Context: an optimization exercise on an open-source flow, tuned for small area, a short achievable clock period and few clock cycles. The choices shown serve that exercise and are no tape-out recipe. The RTL was checked by simulation tests, not by an equivalence proof against the original design. No activity file was given, so power comes from the tool's default toggle rates.

==> onyx <==
==> flow/design.v <==
package dpms_pkg;
  localparam int OP_BITS = 3;
  localparam logic [OP_BITS-1:0] OP_ALLOC     = 3'd0;
  localparam logic [OP_BITS-1:0] OP_WRITE_PAY = 3'd1;
  localparam logic [OP_BITS-1:0] OP_SET_TYPE  = 3'd2;
  localparam logic [OP_BITS-1:0] OP_MARK_DEAD = 3'd3;
  localparam logic [OP_BITS-1:0] OP_SWEEP     = 3'd4;
  localparam logic [OP_BITS-1:0] OP_READ      = 3'd5;
  localparam int STATUS_BITS = 2;
  localparam logic [STATUS_BITS-1:0] STATUS_OK       = 2'd0;
  localparam logic [STATUS_BITS-1:0] STATUS_FULL     = 2'd1;
  localparam logic [STATUS_BITS-1:0] STATUS_NOT_LIVE = 2'd2;
  localparam int TYPE_BITS      = 7;
  localparam int TYPE_WORD_BITS = 8;
  localparam int DEAD_POS       = 7;
  localparam logic [TYPE_WORD_BITS-1:0] DEAD_MASK = 8'h80;
  localparam logic [TYPE_WORD_BITS-1:0] TYPE_MASK = 8'h7f;
  typedef struct packed {
    logic type_we;
    logic pay_we;
  } wr_en_t;
endpackage
module dpms_mem #(
  parameter int DEPTH = 64,
  parameter int TW    = 7,
  parameter int PW    = 32
) (
  input  logic             clk,
  input  logic [DEPTH-1:0] rd_sel,
  output logic [TW-1:0]    rd_type,
  output logic [PW-1:0]    rd_pay,
  input  logic [DEPTH-1:0] type_we,
  input  logic [DEPTH-1:0] pay_we,
  input  logic [TW-1:0]    wr_type,
  input  logic [PW-1:0]    wr_pay
);
  logic [TW-1:0] type_mem [DEPTH];
  logic [PW-1:0] pay_mem  [DEPTH];
  always_ff @(posedge clk) begin
    for (int i = 0; i < DEPTH; i++) begin
      if (type_we[i]) type_mem[i] <= wr_type;
      if (pay_we[i])  pay_mem[i]  <= wr_pay;
    end
  end
  always_comb begin
    rd_type = '0;
    rd_pay  = '0;
    for (int i = 0; i < DEPTH; i++) begin
      rd_type = rd_type | (type_mem[i] & {TW{rd_sel[i]}});
      rd_pay  = rd_pay  | (pay_mem[i]  & {PW{rd_sel[i]}});
    end
  end
endmodule
module dense_pool_mark_sweep_core #(
  parameter int CAPACITY     = 64,
  parameter int PAYLOAD_BITS = 32
) (
  input  logic                                   clk,
  input  logic                                   rst,
  input  logic                                   start,
  output logic                                   busy,
  input  logic [dpms_pkg::OP_BITS-1:0]           opcode,
  input  logic [$clog2(CAPACITY)-1:0]            slot_index,
  input  logic [dpms_pkg::TYPE_BITS-1:0]         type_value,
  input  logic [PAYLOAD_BITS-1:0]                payload_in,
  output logic                                   done,
  output logic [dpms_pkg::STATUS_BITS-1:0]       status,
  output logic [$clog2(CAPACITY)-1:0]            slot_out,
  output logic [dpms_pkg::TYPE_BITS-1:0]         type_out,
  output logic                                   dead_out,
  output logic [PAYLOAD_BITS-1:0]                payload_out,
  output logic [$clog2(CAPACITY+1)-1:0]          live_count,
  output logic [$clog2(CAPACITY+1)-1:0]          free_slots
);
  localparam int N  = CAPACITY;
  localparam int SW = $clog2(CAPACITY);
  localparam int CW = $clog2(CAPACITY + 1);
  localparam int TB = dpms_pkg::TYPE_BITS;
  localparam logic [CW-1:0] CAP_COUNT = CW'(CAPACITY);
  logic                           c_valid;
  logic [dpms_pkg::OP_BITS-1:0]   c_op;
  logic [SW-1:0]                  c_slot;
  logic [N-1:0]                   c_sel;     
  logic                           c_live;    
  logic [TB-1:0]                  c_tval;
  logic [PAYLOAD_BITS-1:0]        c_pay;
  logic [CW-1:0] used;        
  logic [N-1:0]  lv, dv;      
  logic          busy_r;
  logic          sw_active;   
  logic          mv_valid;    
  logic          sw_clear;    
  logic [N-1:0]  mv_dst;      
  assign busy = busy_r;
  logic [TB-1:0]           rd_type;
  logic [PAYLOAD_BITS-1:0] rd_pay;
  logic [N-1:0]            type_we, pay_we;
  logic [TB-1:0]           wr_type;
  logic [PAYLOAD_BITS-1:0] wr_pay;
  dpms_mem #(
    .DEPTH (CAPACITY),
    .TW    (TB),
    .PW    (PAYLOAD_BITS)
  ) u_mem (
    .clk     (clk),
    .rd_sel  (c_sel),
    .rd_type (rd_type),
    .rd_pay  (rd_pay),
    .type_we (type_we),
    .pay_we  (pay_we),
    .wr_type (wr_type),
    .wr_pay  (wr_pay)
  );
  logic          sweeping;
  logic [N-1:0]  dv_below, lv_a1;
  logic [N-1:0]  d_hot, h_hot, d_eff, h_eff, dl_edge;
  logic          move_ok, move2_ok, any_live;
  logic [N-1:0]  e_hot;       
  logic [SW-1:0] e_idx;
  logic [CW-1:0] e_cnt;       
  always_comb begin
    logic [N-1:0] p, a;
    p = dv;
    for (int s = 1; s < N; s = s * 2) p = p | (p << s);
    dv_below = p << 1;
    a = lv;
    for (int s = 1; s < N; s = s * 2) a = a | (a >> s);
    lv_a1 = a >> 1;
  end
  assign sweeping = (c_valid && c_op == dpms_pkg::OP_SWEEP) || sw_active;
  assign d_hot    = dv & ~dv_below;
  assign h_hot    = lv & ~lv_a1;
  assign dl_edge  = dv & (lv >> 1);    
  assign move_ok  = |dl_edge;
  assign d_eff    = d_hot & lv_a1;
  assign h_eff    = h_hot & dv_below;
  logic         edge_two, edge_run;
  assign edge_run = |(dl_edge & (dv << 1));
  always_comb begin
    logic [N-1:0] t1, t2;
    t1 = dl_edge;
    t2 = '0;
    for (int s = 1; s < N; s = s * 2) begin
      for (int i = 0; i < N; i += 2 * s) begin
        t2[i] = t2[i] | t2[i+s] | (t1[i] & t1[i+s]);
        t1[i] = t1[i] | t1[i+s];
      end
    end
    edge_two = t2[0];
  end
  assign move2_ok = edge_two || edge_run;
  assign any_live = lv[0];    
  assign e_hot = lv & ~(lv >> 1);
  always_comb begin
    e_idx = '0;
    e_cnt = '0;
    for (int i = 0; i < N; i++) begin
      if (e_hot[i]) e_idx = e_idx | SW'(i);
      if (e_hot[i]) e_cnt = e_cnt | CW'(i + 1);
    end
  end
  logic         full;
  logic [N-1:0] used_hot;
  assign full = used[SW];
  always_comb begin
    for (int i = 0; i < N; i++) used_hot[i] = (used == CW'(i));
  end
  logic op_alloc, op_wpay, op_stype, op_dead, op_read;
  assign op_alloc = c_valid && c_op == dpms_pkg::OP_ALLOC;
  assign op_wpay  = c_valid && c_op == dpms_pkg::OP_WRITE_PAY;
  assign op_stype = c_valid && c_op == dpms_pkg::OP_SET_TYPE;
  assign op_dead  = c_valid && c_op == dpms_pkg::OP_MARK_DEAD;
  assign op_read  = c_valid && c_op == dpms_pkg::OP_READ;
  logic alloc_now;
  assign alloc_now = op_alloc && !full;
  always_comb begin
    if (mv_valid) begin
      type_we = mv_dst;
      pay_we  = mv_dst;
      wr_type = rd_type;
      wr_pay  = rd_pay;
    end else begin
      type_we = (alloc_now ? used_hot : '0) |
                ((op_stype && c_live) ? c_sel : '0);
      pay_we  = (op_wpay && c_live) ? c_sel : '0;
      wr_type = op_alloc ? '0 : c_tval;
      wr_pay  = c_pay;
    end
  end
  logic                             res_valid;
  logic [dpms_pkg::STATUS_BITS-1:0] res_status;
  logic [SW-1:0]                    res_slot;
  logic [TB-1:0]                    res_type;
  logic                             res_dead;
  logic [PAYLOAD_BITS-1:0]          res_pay;
  logic [CW-1:0]                    used_next, free_next;
  logic [N-1:0]                     lv_next, dv_next;
  always_comb begin
    res_valid  = 1'b0;
    res_status = dpms_pkg::STATUS_OK;
    res_slot   = '0;
    res_type   = '0;
    res_dead   = 1'b0;
    res_pay    = '0;
    used_next  = used;
    free_next  = CAP_COUNT - used;
    lv_next    = lv;
    dv_next    = dv;
    if (sweeping) begin
      lv_next = (lv & ~h_eff) | d_eff;
      dv_next = dv & ~d_eff;
      if (!move_ok) begin
        res_valid = 1'b1;
        used_next = e_cnt;
        free_next = any_live ? {1'b0, ~e_idx} : CAP_COUNT;
      end
    end else begin
      if (sw_clear) dv_next = '0;
      res_valid = c_valid;
      if (op_alloc) begin
        if (full) begin
          res_status = dpms_pkg::STATUS_FULL;
        end else begin
          res_slot  = used[SW-1:0];
          used_next = used + CW'(1);
          free_next = {1'b0, ~used[SW-1:0]};
          lv_next   = lv | used_hot;
        end
      end
      if ((op_wpay || op_stype || op_dead || op_read) && !c_live) begin
        res_status = dpms_pkg::STATUS_NOT_LIVE;
      end
      if (op_dead && c_live) begin
        lv_next = lv & ~c_sel;
        dv_next = dv_next | c_sel;
      end
      if (op_read && c_live) begin
        res_slot = c_slot;
        res_type = rd_type;
        res_dead = |(dv & c_sel);
        res_pay  = rd_pay;
      end
    end
  end
  logic [N-1:0] slot_hot;
  always_comb begin
    for (int i = 0; i < N; i++) slot_hot[i] = (slot_index == SW'(i));
  end
  logic live_in;
  assign live_in = |(slot_hot & (lv | ((sw_active || sw_clear) ? '0 : dv) |
                                 (alloc_now ? used_hot : '0)));
  always_ff @(posedge clk) begin
    if (rst) begin
      c_valid   <= 1'b0;
      busy_r    <= 1'b0;
      sw_active <= 1'b0;
      mv_valid  <= 1'b0;
      sw_clear  <= 1'b0;
      used      <= '0;
      lv        <= '0;
      dv        <= '0;
      done      <= 1'b0;
    end else begin
      c_valid   <= start && !busy_r;
      busy_r    <= (start && !busy_r && opcode == dpms_pkg::OP_SWEEP) ||
                   (sweeping && move_ok && move2_ok);
      sw_active <= sweeping && move_ok;
      mv_valid  <= sweeping && move_ok;
      sw_clear  <= sweeping && !move_ok;
      used      <= used_next;
      lv        <= lv_next;
      dv        <= dv_next;
      done      <= res_valid;
    end
  end
  always_ff @(posedge clk) begin
    mv_dst <= d_hot;
    c_op   <= opcode;
    c_slot <= slot_index;
    c_sel  <= busy_r ? h_hot : slot_hot;
    c_live <= live_in;
    c_tval <= type_value;
    c_pay  <= payload_in;
    status      <= res_status;
    slot_out    <= res_slot;
    type_out    <= res_type;
    dead_out    <= res_dead;
    payload_out <= res_pay;
    live_count  <= used_next;
    free_slots  <= free_next;
  end
endmodule
==> flow/run.sh <==
#!/bin/bash
# synth_recipe.tcl (not shown) runs the flow's synth.tcl, then flattens the netlist and writes it again
# the make line also repeats each setting of config.mk as NAME=value (left out here)
make -C /OpenROAD-flow-scripts/flow DESIGN_CONFIG=/design/flow/config.mk WORK_HOME=/design/flow/orfs CLKGATE_MAP_FILE= SYNTH_SCRIPT=/design/flow/synth_recipe.tcl finish
==> flow/config.mk <==
export PLATFORM = sky130hd
export DESIGN_NAME = dense_pool_mark_sweep_core
export DESIGN_NICKNAME = dense_pool_mark_sweep_core
export VERILOG_FILES = /design/flow/design.v
export SDC_FILE = /design/flow/constraint.sdc
export NUM_CORES = 4
export LEC_CHECK = 0
export CAP_MARGIN = 20
export CORE_MARGIN = 2
export CORE_UTILIZATION = 40
export CTS_CLUSTER_DIAMETER = 80
export CTS_CLUSTER_SIZE = 25
export SETUP_SLACK_MARGIN = 2.5
export SLEW_MARGIN = 20
export TNS_END_PERCENT = 5
==> flow/constraint.sdc <==
create_clock -name core_clock -period 5.0 [get_ports {clk}]
set_input_delay 1.0000 -clock core_clock [delete_from_list [all_inputs] [get_ports {clk}]]
set_output_delay 1.0000 -clock core_clock [all_outputs]
set_load 0.01 [all_outputs]
==> raven (differences from onyx) <==
--- a/flow/design.v
+++ b/flow/design.v
@@ -91,4 +91,6 @@
   logic          mv_valid;    
+  logic          mc_valid;    
+  logic [SW-1:0] mv_dst, mc_dst;
+  logic [TB+PAYLOAD_BITS-1:0] rd_q;   
   logic          sw_clear;    
-  logic [N-1:0]  mv_dst;      
   assign busy = busy_r;
@@ -116,3 +118,4 @@
   logic [N-1:0]  d_hot, h_hot, d_eff, h_eff, dl_edge;
-  logic          move_ok, move2_ok, any_live;
+  logic          move_ok, any_live;
+  logic [SW-1:0] d_idx;
   logic [N-1:0]  e_hot;       
@@ -136,19 +139,10 @@
   assign h_eff    = h_hot & dv_below;
-  logic         edge_two, edge_run;
-  assign edge_run = |(dl_edge & (dv << 1));
-  always_comb begin
-    logic [N-1:0] t1, t2;
-    t1 = dl_edge;
-    t2 = '0;
-    for (int s = 1; s < N; s = s * 2) begin
-      for (int i = 0; i < N; i += 2 * s) begin
-        t2[i] = t2[i] | t2[i+s] | (t1[i] & t1[i+s]);
-        t1[i] = t1[i] | t1[i+s];
-      end
-    end
-    edge_two = t2[0];
-  end
-  assign move2_ok = edge_two || edge_run;
   assign any_live = lv[0];    
   assign e_hot = lv & ~(lv >> 1);
+  always_comb begin
+    d_idx = '0;
+    for (int i = 0; i < N; i++) begin
+      if (d_hot[i]) d_idx = d_idx | SW'(i);
+    end
+  end
   always_comb begin
@@ -176,7 +170,6 @@
   always_comb begin
-    if (mv_valid) begin
-      type_we = mv_dst;
-      pay_we  = mv_dst;
-      wr_type = rd_type;
-      wr_pay  = rd_pay;
+    if (mc_valid) begin
+      for (int i = 0; i < N; i++) type_we[i] = (mc_dst == SW'(i));
+      pay_we  = type_we;
+      {wr_type, wr_pay} = rd_q;
     end else begin
@@ -192,6 +185,8 @@
   logic [SW-1:0]                    res_slot;
-  logic [TB-1:0]                    res_type;
   logic                             res_dead;
-  logic [PAYLOAD_BITS-1:0]          res_pay;
   logic [CW-1:0]                    used_next, free_next;
+  logic                             r_done, r_read, r_dead;
+  logic [dpms_pkg::STATUS_BITS-1:0] r_status;
+  logic [SW-1:0]                    r_slot;
+  logic [CW-1:0]                    r_live, r_free;
   logic [N-1:0]                     lv_next, dv_next;
@@ -201,5 +196,3 @@
     res_slot   = '0;
-    res_type   = '0;
     res_dead   = 1'b0;
-    res_pay    = '0;
     used_next  = used;
@@ -238,5 +231,3 @@
         res_slot = c_slot;
-        res_type = rd_type;
         res_dead = |(dv & c_sel);
-        res_pay  = rd_pay;
       end
@@ -257,2 +248,4 @@
       mv_valid  <= 1'b0;
+      mc_valid  <= 1'b0;
+      r_done    <= 1'b0;
       sw_clear  <= 1'b0;
@@ -265,5 +258,6 @@
       busy_r    <= (start && !busy_r && opcode == dpms_pkg::OP_SWEEP) ||
-                   (sweeping && move_ok && move2_ok);
+                   (sweeping && move_ok);
       sw_active <= sweeping && move_ok;
       mv_valid  <= sweeping && move_ok;
+      mc_valid  <= mv_valid;
       sw_clear  <= sweeping && !move_ok;
@@ -272,3 +266,4 @@
       dv        <= dv_next;
-      done      <= res_valid;
+      r_done    <= res_valid;
+      done      <= r_done;
     end
@@ -276,3 +271,5 @@
   always_ff @(posedge clk) begin
-    mv_dst <= d_hot;
+    mv_dst <= d_idx;
+    mc_dst <= mv_dst;
+    rd_q   <= {rd_type, rd_pay};
     c_op   <= opcode;
@@ -283,9 +280,15 @@
     c_pay  <= payload_in;
-    status      <= res_status;
-    slot_out    <= res_slot;
-    type_out    <= res_type;
-    dead_out    <= res_dead;
-    payload_out <= res_pay;
-    live_count  <= used_next;
-    free_slots  <= free_next;
+    r_status    <= res_status;
+    r_slot      <= res_slot;
+    r_dead      <= res_dead;
+    r_read      <= op_read && c_live;
+    r_live      <= used_next;
+    r_free      <= free_next;
+    status      <= r_status;
+    slot_out    <= r_slot;
+    dead_out    <= r_dead;
+    type_out    <= r_read ? rd_q[PAYLOAD_BITS +: TB] : '0;
+    payload_out <= r_read ? rd_q[PAYLOAD_BITS-1:0] : '0;
+    live_count  <= r_live;
+    free_slots  <= r_free;
   end
==> flow/flow/run.sh (new file) <==
#!/bin/bash
# The standard layout, with every input and output port buffered by
# sky130_fd_sc_hd__buf_4 instead of the buffer buffer_ports picks by default
# (a clkdlybuf4s50_1, about 0.55 ns, which repair does not resize).
# The whole make output goes to standard.log in the work folder; ORFS keeps
# each step's log under orfs/logs.
set -euo pipefail
export BUFFER_PORTS_ARGS="-buffer_cell sky130_fd_sc_hd__buf_4"
bash standard.sh > standard.log 2>&1
==> flow/standard.sh (new file) <==
#!/bin/bash
# synth_recipe.tcl (not shown) runs the flow's synth.tcl, then flattens the netlist and writes it again
# the make line also repeats each setting of config.mk as NAME=value (left out here)
make -C /OpenROAD-flow-scripts/flow DESIGN_CONFIG=/design/flow/config.mk WORK_HOME=/design/flow/orfs CLKGATE_MAP_FILE= SYNTH_SCRIPT=/design/flow/synth_recipe.tcl "${@:-finish}"
removed: flow/run.sh
==> flow_metrics.py <==
metrics = {
    "timing": {
        "fmax_mhz": 298,
    },
    "power": {
        "power_density_nw_per_um2": 333,
        "combPwrFrac_pct": 7.4,
        "clkPwrFrac_pct": 33.4,
        "leakage_nw": 42.8,
    },
    "die": {
        "die_h_um": 528,
    },
    "finish": {
        "seq_cells": 2875,
        "syn2layout_area_growth_pct": 20.8,
        "drive_gt1_share_pct": 22.8,
    },
    "yosys": {
        "synth_nets": 7326,
    },
    "route": {
        "wire_per_inst_um": 53.3,
    },
    "place": {
        "dp_cells": 10835,
        "dpl_cell_area_um2": 119000,
    },
    "run_status": {
        "status": "timing/DRC/antenna clean",
    },
}
Source of the figures above: onyx

==> flow_metrics.py <==
metrics = {
    "route": {
        "wire_per_inst_um": 51.5,
        "drt_pre_antenna_iters": 6,
    },
    "die": {
        "core_um2": 273000,
    },
    "place": {
        "dp_cells": 10515,
        "dpl_cell_area_um2": 118000,
    },
    "power": {
        "power_density_nw_per_um2": 346,
        "clkPwrFrac_pct": 33.8,
        "leakage_nw": 40.5,
    },
    "run_status": {
        "status": "timing/DRC/antenna clean",
    },
    "finish": {
        "drive_gt1_share_pct": 20.5,
    },
    "cts": {
        "clk_latency_ns": 0.90,
    },
    "timing": {
        "fmax_mhz": 335,
    },
}
Source of the figures above: raven

Testbench counts of onyx, summed over its fixed seeds: cycles 5,359.
Testbench counts of raven, summed over its fixed seeds: cycles 5,450.

[separate check: timing with driven ports]
In the flow no input, the clock included, has a driving cell. The finished layouts below were timed again as built, in two steps.
Step 1 sets driving cells, clkbuf_16 on the clock port and buf_2 on the other inputs (assumed; they add their load-dependent delay and slew).
Step 2 also shifts input and output timing later by t, the mid clock arrival at the registers, as if the neighbouring blocks saw the same clock.
Slacks: ideal / step 1 / step 2; pairs: ideal / step 1.
run	shift t [ns]	slack for setup (ns)	cell pins on the clock port's net
onyx	1.010	1.639 / 1.639 / 1.292	1
raven	0.972	2.015 / 2.015 / 1.566	1
After both steps setup and hold are still met in every run listed. The setup slack of raven, which loses most, moves by 0.000 ns with the drivers and by -0.449 ns with both steps.
